Background: an optimization exercise with open tools, aiming at small area, a short achievable clock period and few clock cycles per item. Do not read the settings as production practice. No run shown here included a check of the RTL's function; only the layout flow was run. Power figures rest on the tool's default switching activity, not on a simulated workload.

==> flow/design.v, too long to show whole: its modules and the start of the top module <==
// module polygon_convexity_check: 161 lines
// module pcc_booth_enc: 20 lines
// module pcc_cross: 2631 lines
module polygon_convexity_check #(
  parameter int COORD_WIDTH = 16
) (
  input  logic                          clk,
  input  logic                          rst,
  input  logic                          vertex_valid,
  output logic                          vertex_ready,
  input  logic signed [COORD_WIDTH-1:0] vertex_x,
  input  logic signed [COORD_WIDTH-1:0] vertex_y,
  input  logic                          last_vertex,
  output logic                          result_valid,
  input  logic                          result_ready,
  output logic                          is_convex,
  output logic                          too_few
);
  // ...
==> flow/run.sh <==
#!/bin/bash
# synth_recipe.tcl (not shown) runs the flow's synth.tcl, then flattens the netlist and writes it again
# the make line also repeats each setting of config.mk as NAME=value (left out here)
make -C /OpenROAD-flow-scripts/flow DESIGN_CONFIG=/design/flow/config.mk WORK_HOME=/design/flow/orfs CLKGATE_MAP_FILE= SYNTH_SCRIPT=/design/flow/synth_recipe.tcl finish
==> flow/config.mk <==
export PLATFORM = sky130hd
export DESIGN_NAME = polygon_convexity_check
export DESIGN_NICKNAME = polygon_convexity_check
export VERILOG_FILES = /design/flow/design.v
export SDC_FILE = /design/flow/constraint.sdc
export NUM_CORES = 4
export LEC_CHECK = 0
export ABC_AREA = 1
export CAP_MARGIN = 20
export CORE_MARGIN = 2
export CORE_UTILIZATION = 40
export PLACE_DENSITY = 0.6
export SETUP_SLACK_MARGIN = 4.6
export SLEW_MARGIN = 20
==> flow/constraint.sdc <==
create_clock -name core_clock -period 7.5 [get_ports {clk}]
set_input_delay 1.5000 -clock core_clock [delete_from_list [all_inputs] [get_ports {clk}]]
set_output_delay 1.5000 -clock core_clock [all_outputs]
set_load 0.01 [all_outputs]
==> flow_metrics.env, run 1 <==
export IMPL_cts_buffer_depth=3
export IMPL_hold_violations=0
export IMPL_finClkSkew_ns=0.0301
export IMPL_worst_path_stages=7
export IMPL_final_fill_count=6400
export IMPL_syn_inst=2840
export IMPL_numCtsBuffers=50
export IMPL_cts_tree="done"
export IMPL_cts_setup_buffers=112
export IMPL_die_h_um=271
export IMPL_status="complete, no violations"
export IMPL_reg2reg_to="u_cross.rg_15_3"
export IMPL_powerComb_mw=1.59
export IMPL_final_core_util=0.489
export IMPL_grt_busiest_layer="met2"
export IMPL_clkTransAtPathRegs_ns=0.06
export IMPL_finalNetCount=3426
export IMPL_seq_cell_share=0.322
export IMPL_rsz0062_at_grt="true"
export IMPL_drive_gt1_frac=0.186
export IMPL_dieArea_um2=73200
export IMPL_seq_power_mw=3.03
export IMPL_grt_pass1_vias=21059
export IMPL_grt_usage=0.216
export IMPL_startpoint="a_enc[15]"
export IMPL_fin_crit_sh=0.409
export IMPL_r2r_slack_ns=4.43
==> run 2: changes to the inputs <==
==> flow/flow/run.sh (new file) <==
#!/bin/bash
# Layout flow: the standard flow (standard.sh) unchanged except for one step in
# synthesis. Before Yosys's fine-grained synthesis runs ABC, the adder trees of the RTL
# (plain XOR / majority gates) are mapped to full- and half-adder cells, so ABC cannot
# restructure them first; extracting them afterwards leaves inverters between the adder
# cells. Everything else, including the registers, is the standard synthesis.
set -euo pipefail
HERE=$(pwd)
FL=$HERE/flow

# synthesis script: ORFS's synth.tcl with the early adder extraction inserted
python3 - "$FLOW_HOME/scripts/synth.tcl" "$HERE/synth_fa.tcl" <<'PYEOF'
import sys
src = open(sys.argv[1]).read()
anchor = """if {
  [env_var_exists_and_non_empty SYNTH_WRAPPED_OPERATORS] ||
  [env_var_exists_and_non_empty SWAP_ARITH_OPERATORS]
} {
  source $::env(SCRIPTS_DIR)/synth_wrap_operators.tcl
} else {"""
early = """# early full-adder extraction (this flow's only change to synthesis)
opt -fast -full
memory_map
opt -full
techmap -map +/techmap.v -map $::env(FLOW_HOME)/platforms/common/lcu_kogge_stone.v
opt -fast
extract_fa {*}[dont_use_extract_fa_args]
techmap -map $::env(ADDER_MAP_FILE)
opt -fast

"""
assert src.count(anchor) == 1, "synth.tcl anchor not found"
open(sys.argv[2], "w").write(src.replace(anchor, early + anchor))
PYEOF
# The standard flow's synthesis wrapper, sourcing the script above instead of synth.tcl
sed "s|\$::env(SCRIPTS_DIR)/synth.tcl|$HERE/synth_fa.tcl|" synth_recipe.tcl > synth_recipe_fa.tcl
grep -q "synth_fa.tcl" synth_recipe_fa.tcl
# standard.sh with that synthesis wrapper, for the synth target only
sed "s|SYNTH_SCRIPT=[^ ]*|SYNTH_SCRIPT=$HERE/synth_recipe_fa.tcl|" standard.sh > standard_fa.sh
grep -q "synth_recipe_fa.tcl" standard_fa.sh

bash standard_fa.sh synth > synth.log 2>&1
bash standard.sh finish > finish.log 2>&1
==> flow/standard.sh (new file) <==
#!/bin/bash
# synth_recipe.tcl (not shown) runs the flow's synth.tcl, then flattens the netlist and writes it again
# the make line also repeats each setting of config.mk as NAME=value (left out here)
make -C /OpenROAD-flow-scripts/flow DESIGN_CONFIG=/design/flow/config.mk WORK_HOME=/design/flow/orfs CLKGATE_MAP_FILE= SYNTH_SCRIPT=/design/flow/synth_recipe.tcl "${@:-finish}"
removed: flow/run.sh
==> run 2 against run 1 <==
Worst setup slack improved by 0.11 ns. Sequential power decreased by 7.3%. Synthesized cell count decreased by 6.7%. Sequential share of layout area increased by 0.22 points. Critical path depth unchanged. Highest routed layer is now met4.
==> flow_metrics.env, run 2 <==
export IMPL_avgSynthCellArea_um2=10.6
export IMPL_r2r_slack_ns=4.54
export IMPL_dieArea_um2=72200
export IMPL_io_buffer_count=40
export IMPL_synthXorXnorAreaFrac=0.108
export IMPL_synth_compound_area_share=0.0839
export IMPL_synth_top_family_by_area="adder cells"
export IMPL_first_iter_violations=1802
export IMPL_synthesis_nets=3095
export IMPL_die_x_um=269
export IMPL_crit_top_cell="fa_1"
export IMPL_final_fill_count=6292
export IMPL_pre_cts_slack_ns=2.84
export IMPL_num_antenna_cells=0
export IMPL_rsz0062_at_grt="true"
export IMPL_ant_nets=0
export IMPL_crit_slowest_cell="fa_1"
export IMPL_cts_root_buf="clkbuf_16"
export IMPL_finalSetupViolations=0
export IMPL_finalNetCount=3279
export IMPL_yosys_register_bits=454
export IMPL_finClkSkew_ns=0.0646
export IMPL_antenna_found_initial=0
export IMPL_die_h_um=269
export IMPL_path_max_fanout=6
export IMPL_cp_cell_sequence="clkinvlp_4 > buf_4 > o22ai_1 > xor2_1 > fa_1 > fa_1 > fa_1"
export IMPL_clkTransAtPathRegs_ns=0.06
export IMPL_drv_slew=0
export IMPL_drive_gt1_frac=0.190
export IMPL_fin_crit_sh=0.394
export IMPL_vias=20093
export IMPL_numCtsBuffers=51
export IMPL_slowest_delay_ns=0.55
export IMPL_yosysMostFrequentCell="nand2_1"
export IMPL_worst_setup_path_end_kind="flip-flop"
export IMPL_dp_hpwl_mm=55.2
export IMPL_final_setup_worst_slack_ns=4.54
export IMPL_crit_buf_inv=2
export IMPL_ios=41
export IMPL_synth_fa_ha_area_frac=0.256
export IMPL_seq_area_frac_synth=0.394
export IMPL_muxShareOfSynthArea=0.0100
export IMPL_critPathKind="flip-flop to flip-flop"
export IMPL_path_delay_family="adder cells"
export IMPL_core_area_um2=69700
export IMPL_grt_pass1_wl_mm=125
export IMPL_synth_top_cell_area_share=0.210
export IMPL_required_ns=7.95
export IMPL_yosys_warnings=4
export IMPL_hp_class="flip-flop to flip-flop"
export IMPL_clock_latency_ns=0.64
export IMPL_grt_overflow_total=0
export IMPL_grt_max_degree=48
export IMPL_worst_ep_arrival_time_ns=3.41
export IMPL_netlist_area_um2=28000
export IMPL_synthTopCellsByCount="424 x nand2_1, 327 x xor2_1, 293 x inv_1"
export IMPL_layout_commonest_cell="nand2_1"
export IMPL_first_pass_iters=8
export IMPL_status="complete, no violations"
export IMPL_worst_slew_pin_slew_ns=0.581
export IMPL_final_core_util=0.489
export IMPL_power_total_mw=6.25
export IMPL_synth_edf_count=196
export IMPL_cts_buffer_depth=3
export IMPL_fmax_ghz=0.338
export IMPL_drc=0
export IMPL_fin_setup_tns_ns=0
export IMPL_maxCapViolations=0
export IMPL_synth_top_flop_cell="dfxtp_1"
export IMPL_rows=97
export IMPL_gp_congestion=0.943
export IMPL_htreeDepth=2
export IMPL_peakVddDrop_v=0.000221
export IMPL_synth_top_area_cell="edfxtp_1"
export IMPL_areaGrowthSynthToFinish_pct=21.6
export IMPL_hold_violations=0
export IMPL_grt_pass1_vias=20907
export IMPL_synthSimpleGateAreaFrac=0.0839
export IMPL_p_leak_nw=14.6
export IMPL_maxSlewHeadroom=0.613
export IMPL_largest_reg_flops=52
export IMPL_final_cell_mix="380 x nand2_1, 317 x xor2_1, 268 x fa_1"
export IMPL_start_kind="flip-flop"
export IMPL_ys_types=36
export IMPL_cellPowerDensity_nw_per_um2=184
export IMPL_wl_per_cell_um=21.6
export IMPL_post_drt_via_cell_ratio=5.26
export IMPL_grt_usage=0.230
export IMPL_cts_num_sinks=454
export IMPL_cts_tree="done"
export IMPL_start_util=0.402
export IMPL_syn_inst=2651
export IMPL_period_needed_ns=2.96
export IMPL_wirelength_mm=82.4
export IMPL_yosys_top_cells_area="edfxtp_1 21%, fa_1 20%, dfxtp_1 18%"
export IMPL_synthArstFlopShare=0
export IMPL_top_register="a_enc"
[run 2: changes by cell type after synthesis, sizes merged, moves of 8 or more]
cell,before,now
xor2,342,327
xnor2,8,19
ha,112,131
clkbuf,89,81
inv,490,301
nand2,440,427
[run 2: path summary, 6_finish.rpt]
path | cells past startpoint | end | from
setup / recovery | 7 | u_cross.rg_20_3 | a_enc[6]
hold / removal | 0 | zend | wend
hold reg to reg | 0 | zend | wend
setup reg to reg | 7 | u_cross.rg_20_3 | a_enc[6]
[run 2: timing repair]
item / in CTS / in global routing
setup endpoints to repair: 349 / 83
gates cloned: 8 / 1
pin swaps: 15 / 93
hold buffers: 0 / 0
buffers inserted: 136 / 52
gates resized for setup: 138 / 128
[run 2: cell families (layout without fill, tap and decap cells)]
logic type,count (synthesis),after routing
buf+inv,456,678
fa+ha+maj,407,407
compound gates,386,386
simple gates,574,579
xor+xnor,346,346
mux,28,28
flops,454,454
[run 2: final cells by class]
cell class	count	area [um2]	share of cell area
multi-input combinational	1746	16000	0.469
clock inverter	17	245	0.00720
inverter	337	1580	0.0464
timing repair inverter	2	23.8	0.000698
clock buffer	79	1600	0.0470
timing repair buffer	243	2400	0.0704
tap	940	1180	0.0345
sequential	454	11100	0.325
[run 2: where the power goes]
| part | internal, mW | switching (mW) |
|---|---|---|
| Clock | 1.59 | 1.06 |
| Sequential | 2.75 | 0.0599 |
| Combinational | 0.340 | 0.453 |
| Total | 4.68 | 1.58 |
[run 2: stage by stage]
step | hold WS, ns | area (um2) | std cells
after floorplan | 0.310 | 28400 | 2651
after global placement | 0.314 | 29500 | 3522
after detailed placement | 0.315 | 29500 | 3525
after CTS | 0.326 | 33200 | 3765
after global routing | 0.330 | 34100 | 3818
final | 0.325 | 34100 | 3818
[run 2: metal layers]
layer	vias up	share of wire	track usage
met5	-	0	0
met4	0	0.055	0.120
met3	244	0.071	0.0414
met2	890	0.47	0.376
met1	9937	0.40	0.292
li1	9022	-	-
==> module polygon_convexity_check, before the edit <==
module polygon_convexity_check #(
  parameter int COORD_WIDTH = 16
) (
  input  logic                          clk,
  input  logic                          rst,
  input  logic                          vertex_valid,
  output logic                          vertex_ready,
  input  logic signed [COORD_WIDTH-1:0] vertex_x,
  input  logic signed [COORD_WIDTH-1:0] vertex_y,
  input  logic                          last_vertex,
  output logic                          result_valid,
  input  logic                          result_ready,
  output logic                          is_convex,
  output logic                          too_few
);
  localparam int DW     = COORD_WIDTH + 1;
  localparam int QDEPTH = 5;
  logic [COORD_WIDTH-1:0] prev_x, prev_y;      
  logic [COORD_WIDTH-1:0] first_x, first_y;    
  logic [DW-1:0]          e0_x, e0_y;          
  logic [1:0]             seen;                
  logic                   close1, close2;      
  logic                   few1, few2;          
  logic [53:0]   a_enc;         
  logic [53:0]   a_enc_next;
  logic [DW-1:0] a_src_x, a_src_y;
  logic [DW-1:0] b_x, b_y;
  logic          xv, xfirst, xend, xfew;
  logic          yv, yfirst, yend, yfew;
  logic          wv, wfirst, wend, wfew;
  logic          zv, zfirst, zend, zfew, zpos;
  logic          pos;
  logic          seen_pos, seen_neg;
  logic [QDEPTH-1:0] qv, qc, qf;
  logic [2:0] outstanding;
  logic              ready_q;
  logic          fire, pop, load, push, push_c, push_f;
  logic [DW-1:0] sub_x, sub_y, e_x, e_y;
  assign vertex_ready = ready_q;
  assign fire         = vertex_valid && ready_q && !rst;
  assign pop          = qv[0] && result_ready;
  assign sub_x = close1 ? {first_x[COORD_WIDTH-1], first_x} : {vertex_x[COORD_WIDTH-1], vertex_x};
  assign sub_y = close1 ? {first_y[COORD_WIDTH-1], first_y} : {vertex_y[COORD_WIDTH-1], vertex_y};
  assign e_x   = {prev_x[COORD_WIDTH-1], prev_x} - sub_x;
  assign e_y   = {prev_y[COORD_WIDTH-1], prev_y} - sub_y;
  assign a_src_x = (fire && seen == 2'd2) ? e0_x : b_x;
  assign a_src_y = (fire && seen == 2'd2) ? e0_y : b_y;
  pcc_booth_enc u_enc (
    .x   (a_src_x),
    .y   (a_src_y),
    .enc (a_enc_next)
  );
  assign load = (fire && seen[1]) || close1 || close2;
  always_ff @(posedge clk) begin
    if (rst) begin
      seen   <= 2'd0;
      close1 <= 1'b0;
      close2 <= 1'b0;
      few1   <= 1'b0;
      few2   <= 1'b0;
    end else begin
      if (fire) begin
        if (last_vertex)     seen <= 2'd0;
        else if (seen != 3)  seen <= seen + 2'd1;
      end
      close1 <= fire && last_vertex && seen[1];
      close2 <= close1;
      few1   <= fire && last_vertex && !seen[1];
      few2   <= few1;
    end
    if (fire) begin
      prev_x <= vertex_x;
      prev_y <= vertex_y;
    end
    if (fire && seen == 2'd0) begin
      first_x <= vertex_x;
      first_y <= vertex_y;
    end
    if (fire && seen == 2'd1) begin
      e0_x <= e_x;
      e0_y <= e_y;
    end
    if (load) begin
      a_enc <= a_enc_next;
      b_x <= close2 ? e0_x : e_x;
      b_y <= close2 ? e0_y : e_y;
    end
  end
  always_ff @(posedge clk) begin
    if (rst) begin
      xv <= 1'b0; xfew <= 1'b0;
      yv <= 1'b0; yfew <= 1'b0;
      wv <= 1'b0; wfew <= 1'b0;
      zv <= 1'b0; zfew <= 1'b0;
    end else begin
      xv <= load;  xfew <= few2;
      yv <= xv;    yfew <= xfew;
      wv <= yv;    wfew <= yfew;
      zv <= wv;    zfew <= wfew;
    end
    xfirst <= fire && seen == 2'd2;
    xend   <= close2;
    yfirst <= xfirst;
    yend   <= xend;
    wfirst <= yfirst;
    wend   <= yend;
    zfirst <= wfirst;
    zend   <= wend;
    zpos   <= pos;
  end
  pcc_cross u_cross (
    .clk (clk),
    .aenc(a_enc),
    .bx  (b_x),
    .by  (b_y),
    .pos (pos)
  );
  logic sp_next, sn_next;
  assign sp_next = (seen_pos && !zfirst) || zpos;
  assign sn_next = (seen_neg && !zfirst) || !zpos;
  always_ff @(posedge clk) begin
    if (zv) begin
      seen_pos <= sp_next;
      seen_neg <= sn_next;
    end
  end
  assign push   = (zv && zend) || zfew;
  assign push_c = !zfew && !(sp_next && sn_next);
  assign push_f = zfew;
  logic [QDEPTH-1:0] q_wr, q_shv, q_shc, q_shf;
  logic [2:0] outstanding_next;
  always_comb begin
    for (int i = 0; i < QDEPTH; i++) begin
      q_shv[i] = pop ? ((i + 1 < QDEPTH) ? qv[i+1] : 1'b0) : qv[i];
      q_shc[i] = pop ? ((i + 1 < QDEPTH) ? qc[i+1] : 1'b0) : qc[i];
      q_shf[i] = pop ? ((i + 1 < QDEPTH) ? qf[i+1] : 1'b0) : qf[i];
    end
    for (int i = 0; i < QDEPTH; i++) begin
      q_wr[i] = push && !q_shv[i] && ((i == 0) || q_shv[i-1]);
    end
    outstanding_next = outstanding + (fire && last_vertex) - pop;
  end
  always_ff @(posedge clk) begin
    if (rst) begin
      qv          <= '0;
      outstanding <= '0;
      ready_q     <= 1'b1;
    end else begin
      qv          <= q_shv | q_wr;
      outstanding <= outstanding_next;
      ready_q     <= outstanding_next < QDEPTH;
    end
    for (int i = 0; i < QDEPTH; i++) begin
      qc[i] <= q_wr[i] ? push_c : q_shc[i];
      qf[i] <= q_wr[i] ? push_f : q_shf[i];
    end
  end
  assign result_valid = qv[0];
  assign is_convex    = qc[0];
  assign too_few      = qf[0];
endmodule
==> run 3: changes to the inputs <==
--- a/flow/design.v
+++ b/flow/design.v
@@ -56,4 +56,4 @@
   assign sub_y = close1 ? {first_y[COORD_WIDTH-1], first_y} : {vertex_y[COORD_WIDTH-1], vertex_y};
-  assign e_x   = {prev_x[COORD_WIDTH-1], prev_x} - sub_x;
-  assign e_y   = {prev_y[COORD_WIDTH-1], prev_y} - sub_y;
+  pcc_sub u_sub_x (.a({prev_x[COORD_WIDTH-1], prev_x}), .b(sub_x), .d(e_x));
+  pcc_sub u_sub_y (.a({prev_y[COORD_WIDTH-1], prev_y}), .b(sub_y), .d(e_y));
   assign a_src_x = (fire && seen == 2'd2) ? e0_x : b_x;
@@ -2825 +2825,109 @@
 endmodule
+module pcc_sub (
+  input  logic [16:0] a, b,
+  output logic [16:0] d
+);
+  logic [16:0] g, p;
+  assign g = a & ~b;
+  assign p = a ^ ~b;
+  logic G1, P1;
+  logic G2, P2;
+  logic G3, P3;
+  logic G4, P4;
+  logic G5, P5;
+  logic G6, P6;
+  logic G7, P7;
+  logic G8, P8;
+  logic G9, P9;
+  logic G10, P10;
+  logic G11, P11;
+  logic G12, P12;
+  logic G13, P13;
+  logic G14, P14;
+  logic G15, P15;
+  logic G16, P16;
+  logic G17, P17;
+  logic G18, P18;
+  logic G19, P19;
+  logic G20, P20;
+  logic G21, P21;
+  logic G22, P22;
+  logic G23, P23;
+  logic G24, P24;
+  logic G25, P25;
+  logic G26, P26;
+  logic G27, P27;
+  assign G1 = g[0] | (p[0] & 1'b1);
+  assign P1 = p[0] & 1'b0;
+  assign G2 = g[2] | (p[2] & g[1]);
+  assign P2 = p[2] & p[1];
+  assign G3 = g[4] | (p[4] & g[3]);
+  assign P3 = p[4] & p[3];
+  assign G4 = g[6] | (p[6] & g[5]);
+  assign P4 = p[6] & p[5];
+  assign G5 = g[8] | (p[8] & g[7]);
+  assign P5 = p[8] & p[7];
+  assign G6 = g[10] | (p[10] & g[9]);
+  assign P6 = p[10] & p[9];
+  assign G7 = g[12] | (p[12] & g[11]);
+  assign P7 = p[12] & p[11];
+  assign G8 = g[14] | (p[14] & g[13]);
+  assign P8 = p[14] & p[13];
+  assign G9 = G2 | (P2 & G1);
+  assign P9 = P2 & P1;
+  assign G10 = G4 | (P4 & G3);
+  assign P10 = P4 & P3;
+  assign G11 = G6 | (P6 & G5);
+  assign P11 = P6 & P5;
+  assign G12 = G8 | (P8 & G7);
+  assign P12 = P8 & P7;
+  assign G13 = G10 | (P10 & G9);
+  assign P13 = P10 & P9;
+  assign G14 = G12 | (P12 & G11);
+  assign P14 = P12 & P11;
+  assign G15 = G14 | (P14 & G13);
+  assign P15 = P14 & P13;
+  assign G16 = G11 | (P11 & G13);
+  assign P16 = P11 & P13;
+  assign G17 = G3 | (P3 & G9);
+  assign P17 = P3 & P9;
+  assign G18 = G5 | (P5 & G13);
+  assign P18 = P5 & P13;
+  assign G19 = G7 | (P7 & G16);
+  assign P19 = P7 & P16;
+  assign G20 = g[1] | (p[1] & G1);
+  assign P20 = p[1] & P1;
+  assign G21 = g[3] | (p[3] & G9);
+  assign P21 = p[3] & P9;
+  assign G22 = g[5] | (p[5] & G17);
+  assign P22 = p[5] & P17;
+  assign G23 = g[7] | (p[7] & G13);
+  assign P23 = p[7] & P13;
+  assign G24 = g[9] | (p[9] & G18);
+  assign P24 = p[9] & P18;
+  assign G25 = g[11] | (p[11] & G16);
+  assign P25 = p[11] & P16;
+  assign G26 = g[13] | (p[13] & G19);
+  assign P26 = p[13] & P19;
+  assign G27 = g[15] | (p[15] & G15);
+  assign P27 = p[15] & P15;
+  logic [16:0] c;
+  assign c[0] = 1'b1;
+  assign c[1] = G1;
+  assign c[2] = G20;
+  assign c[3] = G9;
+  assign c[4] = G21;
+  assign c[5] = G17;
+  assign c[6] = G22;
+  assign c[7] = G13;
+  assign c[8] = G23;
+  assign c[9] = G18;
+  assign c[10] = G24;
+  assign c[11] = G16;
+  assign c[12] = G25;
+  assign c[13] = G19;
+  assign c[14] = G26;
+  assign c[15] = G15;
+  assign c[16] = G27;
+  assign d = p ^ c;
+endmodule
==> run 3 against run 2 <==
Global-route usage is 1.4 points lower. Final cell count is 6.8% lower. Power is 4.6% lower. First-iteration DRC count is 0.78% lower. Via count is 5.7% lower. Clock skew is 0.033 ns lower. Combinational power is 6.6% lower. Critical path type is now input port to flip-flop. Largest power group unchanged.
==> flow_metrics.env, run 3 <==
export IMPL_num_antenna_cells=0
export IMPL_first_iter_violations=1788
export IMPL_first_pass_iters=6
export IMPL_grt_overflow_total=0
export IMPL_die_x_um=266
export IMPL_clock_latency_ns=0.62
export IMPL_avgSynthCellArea_um2=11.1
export IMPL_critPathKind="input port to flip-flop"
export IMPL_die_h_um=266
export IMPL_hp_class="flip-flop to flip-flop"
export IMPL_synth_edf_count=196
export IMPL_wirelength_mm=76.5
export IMPL_worst_slew_pin_slew_ns=0.973
export IMPL_maxSlewHeadroom=0.351
export IMPL_layout_commonest_cell="xor2_1"
export IMPL_ys_types=38
export IMPL_worst_ep_arrival_time_ns=3.41
export IMPL_cts_root_buf="clkbuf_16"
export IMPL_seq_area_frac_synth=0.403
export IMPL_synth_top_flop_cell="dfxtp_1"
export IMPL_ant_nets=0
export IMPL_top_register="a_enc"
export IMPL_hold_violations=0
export IMPL_fin_setup_tns_ns=0
export IMPL_syn_inst=2461
export IMPL_io_buffer_count=40
export IMPL_yosys_register_bits=454
export IMPL_fmax_ghz=0.324
export IMPL_htreeDepth=2
export IMPL_ios=41
export IMPL_cts_buffer_depth=3
export IMPL_drive_gt1_frac=0.211
export IMPL_synth_top_area_cell="edfxtp_1"
export IMPL_start_kind="input port"
export IMPL_antenna_found_initial=0
export IMPL_cts_tree="done"
export IMPL_p_leak_nw=13.9
export IMPL_yosys_warnings=4
export IMPL_rows=95
export IMPL_grt_max_degree=87
export IMPL_peakVddDrop_v=0.000190
export IMPL_largest_reg_flops=52
export IMPL_period_needed_ns=3.09
export IMPL_status="complete, no violations"
export IMPL_clkTransAtPathRegs_ns=0.06
export IMPL_start_util=0.406
export IMPL_yosys_top_cells_area="edfxtp_1 21%, fa_1 21%, dfxtp_1 19%"
export IMPL_rsz0062_at_grt="true"
export IMPL_final_cell_mix="308 x xor2_1, 267 x fa_1, 256 x dfxtp_1"
export IMPL_drv_slew=0
export IMPL_synth_top_cell_area_share=0.215
export IMPL_grt_pass1_wl_mm=116
export IMPL_post_drt_via_cell_ratio=5.32
export IMPL_final_core_util=0.491
export IMPL_maxCapViolations=0
export IMPL_path_max_fanout=3
export IMPL_finClkSkew_ns=0.0320
export IMPL_gp_congestion=0.941
export IMPL_yosysMostFrequentCell="xor2_1"
export IMPL_synthTopCellsByCount="314 x xor2_1, 290 x fa_1, 284 x inv_1"
export IMPL_worst_setup_path_end_kind="flip-flop"
export IMPL_dp_hpwl_mm=51.6
export IMPL_finalSetupViolations=0
export IMPL_cts_hold_buffers=0
export IMPL_wl_per_cell_um=21.5
export IMPL_final_fill_count=5988
export IMPL_required_ns=7.82
export IMPL_drc=0
export IMPL_cts_num_sinks=454
export IMPL_fin_crit_sh=0.412
export IMPL_areaGrowthSynthToFinish_pct=20.9
export IMPL_synthesis_nets=2917
export IMPL_vias=18942
export IMPL_netlist_area_um2=27400
export IMPL_dieArea_um2=70600
export IMPL_synthArstFlopShare=0
export IMPL_grt_usage=0.216
export IMPL_grt_pass1_vias=19427
export IMPL_finalNetCount=3103
export IMPL_core_area_um2=67500
export IMPL_cellPowerDensity_nw_per_um2=180
export IMPL_numCtsBuffers=47
-- run 3: final timing paths --
kind | startpoint | end | slack [ns] | cells after the start
worst max register to register | b_y[2] | u_cross.rg_17_3 | 4.53 | 7
worst min register to register | wfirst | zfirst | 0.32 | 0
worst min-delay path | wfirst | zfirst | 0.32 | 0
worst max-delay path | vertex_x[2] | b_x[8] | 4.41 | 13
-- run 3: cell families (layout without fill, tap and decap cells) --
logic type,Yosys count,count (layout),share of synthesized area
AOI/OAI and AO/OA,425,425,0.0940
buffers and inverters,449,669,0.0643
and+or+nand+nor,354,359,0.0520
DFF,454,454,0.403
xor gates and xnor gates,346,346,0.111
adders and majority gates,419,419,0.271
muxes,14,14,0.00511
-- run 3: layout make-up --
type,instances,area (um2),area share
multi-input combinational,1563,15500,0.466
sequential,454,11100,0.334
timing repair buffer,250,2340,0.0708
inverter,328,1510,0.0457
clock buffer,70,1450,0.0438
tap,873,1090,0.0330
clock inverter,18,186,0.00563
timing repair inverter,3,31.3,0.000944
-- run 3: metal layers --
metal | part of all wire | global-route usage | vias to the layer above
met2 | 0.47 | 0.351 | 860
met5 | 0 | 0 | -
met1 | 0.41 | 0.282 | 9461
met4 | 0.041 | 0.0922 | 0
li1 | - | - | 8441
met3 | 0.080 | 0.0431 | 180
-- run 3: report_power, final --
group	internal [mW]	switching, mW	leakage, nW
Clock	1.42	0.998	0.815
Sequential	2.75	0.0591	3.96
Combinational	0.339	0.401	9.08
Total	4.51	1.46	13.9
-- run 3: repair_timing --
item | CTS | global route
endpoints found under the setup margin | 366 | 179
pin swaps | 58 | 53
gates resized for setup | 231 | 88
buffers inserted | 114 | 80
gates cloned | 9 | 2
-- run 3: per-stage QoR --
step                power [mW]  setup WS, ns  cells  area [um2]  hold WS [ns]
finish                    5.97          4.41   3559       33100         0.320
global route              6.26          4.30   3559       33100         0.326
CTS                       6.03          4.35   3477       32200         0.324
detailed placement        3.55          2.85   3266       28900         0.315
global placement          3.52          2.94   3266       28900         0.316
floorplan                 3.33          4.07   2461       27800         0.310
-- run 3: worst max-delay path, cell delays in order --
cell	delay [ns]
buf_6	0.07
mux2i_1	0.06
ha_1	0.33
inv_1	0.06
o211ai_1	0.25
nand2_1	0.14
nand2_4	0.13
inv_2	0.05
buf_4	0.13
fa_2	0.37
xnor2_4	0.16
nand2_1	0.08
o21ai_1	0.09

==> what the ideal ports hide <==
No port has a modelled driver above. Below, the same layouts with a new extraction and two added sets of constraints.
Step 1 assumes that a clkbuf_16 drives the clock port and a buf_2 every other input.
Step 2 adds t to the input delays and takes it off the output delays; t is the mean of the earliest and latest rising clock arrival at the registers after step 1. Input paths then give back, and output paths get back, about the clock's delay inside the block.
a / b / c = ideal ports / drivers / drivers and shift; a / b = the first two.
run | t (ns) | slack for setup (ns) | worst hold slack (ns) | cell pins on the clock port's net
run 1 | 0.677 | 4.434 / 4.434 / 4.081 | 0.321 / 0.321 / 0.321 | 1
run 2 | 0.673 | 4.545 / 4.545 / 4.020 | 0.325 / 0.325 / 0.325 | 1
run 3 | 0.660 | 4.410 / 4.431 / 3.771 | 0.320 / 0.320 / 0.320 | 1
After both steps setup and hold are still met in every run listed. For run 3, which loses most, drivers alone change the setup slack by +0.021 ns; drivers and shift together by -0.639 ns.
